This design comes from an exercise in tuning for small area on the open sky130 flow, not from production work.
At most, simulation tests tie the RTL to the original design; equivalence was not proved.
Power is estimated from default activity; no workload was simulated.

== the previous run ==
==> flow/design.v <==
module ptp_perout_gen #(
    parameter int FNS_W        = 16,
    parameter bit OUT_POLARITY = 1'b1
) (
    input  logic        clk,
    input  logic        rst_n,
    input  logic [95:0] ts_96,
    input  logic        enable,
    input  logic        cfg_valid,
    input  logic [79:0] cfg_start,
    input  logic [79:0] cfg_period,
    input  logic [79:0] cfg_width,
    output logic        perout,
    output logic        locked,
    output logic        cfg_error
);
    localparam int TW = 78;   
    logic [TW-1:0] ts_now;
    logic [TW-1:0] start_q;
    logic [TW-1:0] period_q;    
    logic [TW-1:0] wmp_q;       
    logic [TW-1:0] next_rise;
    logic [TW-1:0] addend;
    logic [TW-1:0] sum;
    logic [TW-1:0] ts_in;
    logic [TW-1:0] c_start, c_period, c_width;
    logic [TW-1:0] c_wmp;
    logic          c_w_lt_p;
    logic          armed;       
    logic          cfg_held;
    logic          pulse;
    logic          cfg_legal;
    logic          back_q;
    logic          was_rst;
    logic          ge_rise, ge_sum;
    logic          idle;
    logic          unused;
    function automatic logic [TW-1:0] t80(input logic [79:0] t);
        t80 = {t[79:32], t[29:0]};
    endfunction
    function automatic logic t_ge(input logic [TW-1:0] a, input logic [TW-1:0] b);
        logic g, g0, g1;
        g = 1'b1;
        g0 = 1'b0; g1 = 1'b1;
        for (int i = 0; i < TW; i++) begin
            g0 = (a[i] & ~b[i]) | ((a[i] | ~b[i]) & g0);
            g1 = (a[i] & ~b[i]) | ((a[i] | ~b[i]) & g1);
            if (i % 6 == 6 - 1 || i == TW - 1) begin
                g = g0 | (g1 & g);
                g0 = 1'b0; g1 = 1'b1;
            end
        end
        t_ge = g;
    endfunction
    function automatic logic t_ge_r(input logic [TW-1:0] a, input logic [TW-1:0] b);
        logic g;
        g = 1'b1;
        for (int i = 0; i < TW; i++) g = (a[i] & ~b[i]) | ((a[i] | ~b[i]) & g);
        t_ge_r = g;
    endfunction
    localparam logic [29:0] NS_BIAS = 30'd73741824;   
    function automatic logic [TW-1:0] t_add(input logic [TW-1:0] a, input logic [TW-1:0] b);
        logic [TW-1:0] s;
        logic          c;
        s     = a + b;
        c     = s[30] ^ a[30] ^ b[30];
        t_add = {s[TW-1:30], c ? s[29:0] : s[29:0] - NS_BIAS};
    endfunction
    function automatic logic [TW:0] t_sub_b(input logic [TW-1:0] a, input logic [TW-1:0] b);
        logic [TW:0] d;
        logic        bw;
        d       = {1'b0, a} - {1'b0, b};
        bw      = d[30] ^ a[30] ^ b[30];
        t_sub_b = {d[TW:30], bw ? d[29:0] : d[29:0] + NS_BIAS};
    endfunction
    assign ts_in     = t80(ts_96[95:16]);
    assign c_start   = t80(cfg_start);
    assign c_period  = t80(cfg_period);
    assign c_width   = t80(cfg_width);
    assign unused    = ^{ts_96[47:46], ts_96[15:0], cfg_start[31:30], cfg_period[31:30], cfg_width[31:30]};
    assign {c_w_lt_p, c_wmp} = t_sub_b(c_width, c_period);
    assign cfg_legal = (c_width != '0) && c_w_lt_p;
    assign addend    = pulse ? wmp_q : period_q;
    assign sum       = t_add(next_rise, addend);
    assign ge_sum    = t_ge(ts_now, sum);
    assign ge_rise   = t_ge_r(ts_now, next_rise);
    assign idle      = !armed && !pulse;
    assign perout    = OUT_POLARITY ? pulse : ~pulse;
    always_ff @(posedge clk) begin
        ts_now  <= ts_in;
        was_rst <= !rst_n;
        back_q  <= !was_rst && !t_ge_r(ts_in, ts_now);
        if (cfg_valid) begin
            start_q  <= c_start;
            period_q <= {c_period[TW-1:30], c_period[29:0] + NS_BIAS};
            wmp_q    <= c_wmp;
        end
        if (cfg_valid)
            next_rise <= c_start;
        else if (!enable || idle || back_q)
            next_rise <= start_q;
        else if (armed && (ge_sum || ge_rise))
            next_rise <= sum;
    end
    always_ff @(posedge clk) begin
        if (!rst_n) begin
            armed     <= 1'b0;
            cfg_held  <= 1'b0;
            pulse     <= 1'b0;
            locked    <= 1'b0;
            cfg_error <= 1'b0;
        end else begin
            if (cfg_valid) begin
                pulse     <= 1'b0;
                locked    <= 1'b0;
                cfg_error <= !cfg_legal;
                cfg_held  <= cfg_legal;
                armed     <= cfg_legal && enable;
            end else if (!enable) begin
                armed  <= 1'b0;
                pulse  <= 1'b0;
                locked <= 1'b0;
            end else if (!idle && back_q) begin
                pulse  <= 1'b0;
                locked <= 1'b0;
                armed  <= 1'b1;
            end else if (idle) begin
                locked <= 1'b0;
                armed  <= cfg_held;
            end else if (armed) begin
                if (ge_sum) begin
                    locked <= 1'b0;
                end else if (ge_rise) begin
                    pulse  <= 1'b1;
                    locked <= 1'b1;
                    armed  <= 1'b0;
                end
            end else if (ge_sum) begin
                pulse <= 1'b0;
                armed <= 1'b1;
            end
        end
    end
endmodule
make LEC_CHECK=0 ABC_AREA=1 CAP_MARGIN=20 CORE_MARGIN=2 CORE_UTILIZATION=40 SLEW_MARGIN=20 finish   # period 8.5 ns
run.sh (not shown) runs the stock make flow with config.mk's settings and CLKGATE_MAP_FILE= SYNTH_SCRIPT=/design/flow/synth_recipe.tcl, a recipe that flattens the netlist after the stock synthesis.
The final layout from the previous run, which completed every stage, passed the timing, design-rule and antenna checks at the end of the flow.
The following lists how the current run was set up differently from the previous run:
diff --git a/flow/design.v b/flow/design.v
--- a/flow/design.v
+++ b/flow/design.v
@@ -56,25 +56,38 @@
         logic g;
         g = 1'b1;
         for (int i = 0; i < TW; i++) g = (a[i] & ~b[i]) | ((a[i] | ~b[i]) & g);
         t_ge_r = g;
     endfunction
     localparam logic [29:0] NS_BIAS = 30'd73741824;   
+    function automatic logic [TW+1:0] cia(input logic [TW-1:0] a, input logic [TW-1:0] b, input logic cin);
+        logic [TW-1:0] s0, s;
+        logic          g, carry, cblk, pf, c30;
+        carry = cin; cblk = cin; g = cin; pf = 1'b1; c30 = 1'b0;
+        for (int i = 0; i < TW; i++) begin
+            if (i % 6 == 0 && i != 0) begin
+                cblk = carry; g = 1'b0; pf = 1'b1;
+                if (i == 30) c30 = carry;
+            end
+            s0[i] = a[i] ^ b[i] ^ g;
+            g     = (a[i] & b[i]) | (a[i] & g) | (b[i] & g);
+            s[i]  = (i < 6 || !cblk) ? s0[i] : s0[i] ^ pf;
+            pf    = pf & s0[i];
+            if (i % 6 == 5) carry = (i < 6) ? g : (g | (cblk & pf));
+        end
+        cia = {carry, c30, s};
+    endfunction
     function automatic logic [TW-1:0] t_add(input logic [TW-1:0] a, input logic [TW-1:0] b);
-        logic [TW-1:0] s;
-        logic          c;
-        s     = a + b;
-        c     = s[30] ^ a[30] ^ b[30];
-        t_add = {s[TW-1:30], c ? s[29:0] : s[29:0] - NS_BIAS};
+        logic [TW+1:0] s;
+        s     = cia(a, b, 1'b0);
+        t_add = {s[TW-1:30], s[TW] ? s[29:0] : s[29:0] - NS_BIAS};
     endfunction
     function automatic logic [TW:0] t_sub_b(input logic [TW-1:0] a, input logic [TW-1:0] b);
-        logic [TW:0] d;
-        logic        bw;
-        d       = {1'b0, a} - {1'b0, b};
-        bw      = d[30] ^ a[30] ^ b[30];
-        t_sub_b = {d[TW:30], bw ? d[29:0] : d[29:0] + NS_BIAS};
+        logic [TW+1:0] d;
+        d       = cia(a, ~b, 1'b1);
+        t_sub_b = {!d[TW+1], d[TW-1:30], d[TW] ? d[29:0] + NS_BIAS : d[29:0]};
     endfunction
     assign ts_in     = t80(ts_96[95:16]);
     assign c_start   = t80(cfg_start);
     assign c_period  = t80(cfg_period);
     assign c_width   = t80(cfg_width);
     assign unused    = ^{ts_96[47:46], ts_96[15:0], cfg_start[31:30], cfg_period[31:30], cfg_width[31:30]};
Results
- The current run ran in full, but the layout does not pass; the checks complain about setup timing.
- The current run reports its end point of the critical path as next_rise[60]$_DFFE_PP_ while the previous run reports next_rise[31]$_DFFE_PP_.
- In the current run the final critical-path setup slack turned out 0.60 ns lower than in the previous run.
- Area share of fa/ha/maj cells after synthesis, the current run and the previous run: higher on the current run
- Count of fill cells added during filler insertion of the current run falls short of that of the previous run by a little under 10%.
- Number of diodes added for antenna fixing: lower on the previous run
- After detailed routing, the previous run needs more wire than the current run.
- Summary of the comparison: standard cell core area is lower in the current run, relative to the previous run.
- met2 capacity usage during global routing of the current run is on par with the previous run.
- On sequential share of power, the higher figure sits with the previous run, not the current run.
- The relative max-transition margin of the current run is lower than that of the previous run.
- In the tables for the current run and the previous run, die area reads lower with the current run.
- Higher routing usage on met1 goes to the previous run over the current run.
- Between the current run and the previous run, it is the current run whose initial antenna violation count is higher, by 5.
Only the layout flow was run in the current run; the RTL was not checked for function there.

-- what the ideal ports hide --
No port has a modelled driver above. Below, the same layouts with a new extraction and two added sets of constraints. Step 1 sets driving cells, clkbuf_16 on the clock port and buf_2 on the other inputs (assumed; they add their load-dependent delay and slew). Step 2 moves the port delays by t, midway between the first and last clock arrival at a register: inputs arrive t later, outputs are due t later. That takes back most of the time a late clock gives input paths. Three values: no drivers, after step 1, after step 2; two values: the first two.
run	shift t [ns]	setup WS [ns]	hold slack, ns	latest minus earliest clock arrival (ns)	worst slew at a driven data input, ns
the previous run	0.649	0.541 / 0.541 / 0.206	0.460 / 0.460 / 0.460	0.032 / 0.032	0.14
the current run	0.634	-0.059 / -0.059 / -0.059	0.467 / 0.467 / 0.467	0.018 / 0.018	0.11
For the previous run, which loses most, drivers alone change the setup slack by 0.000 ns; drivers and shift together by -0.335 ns.
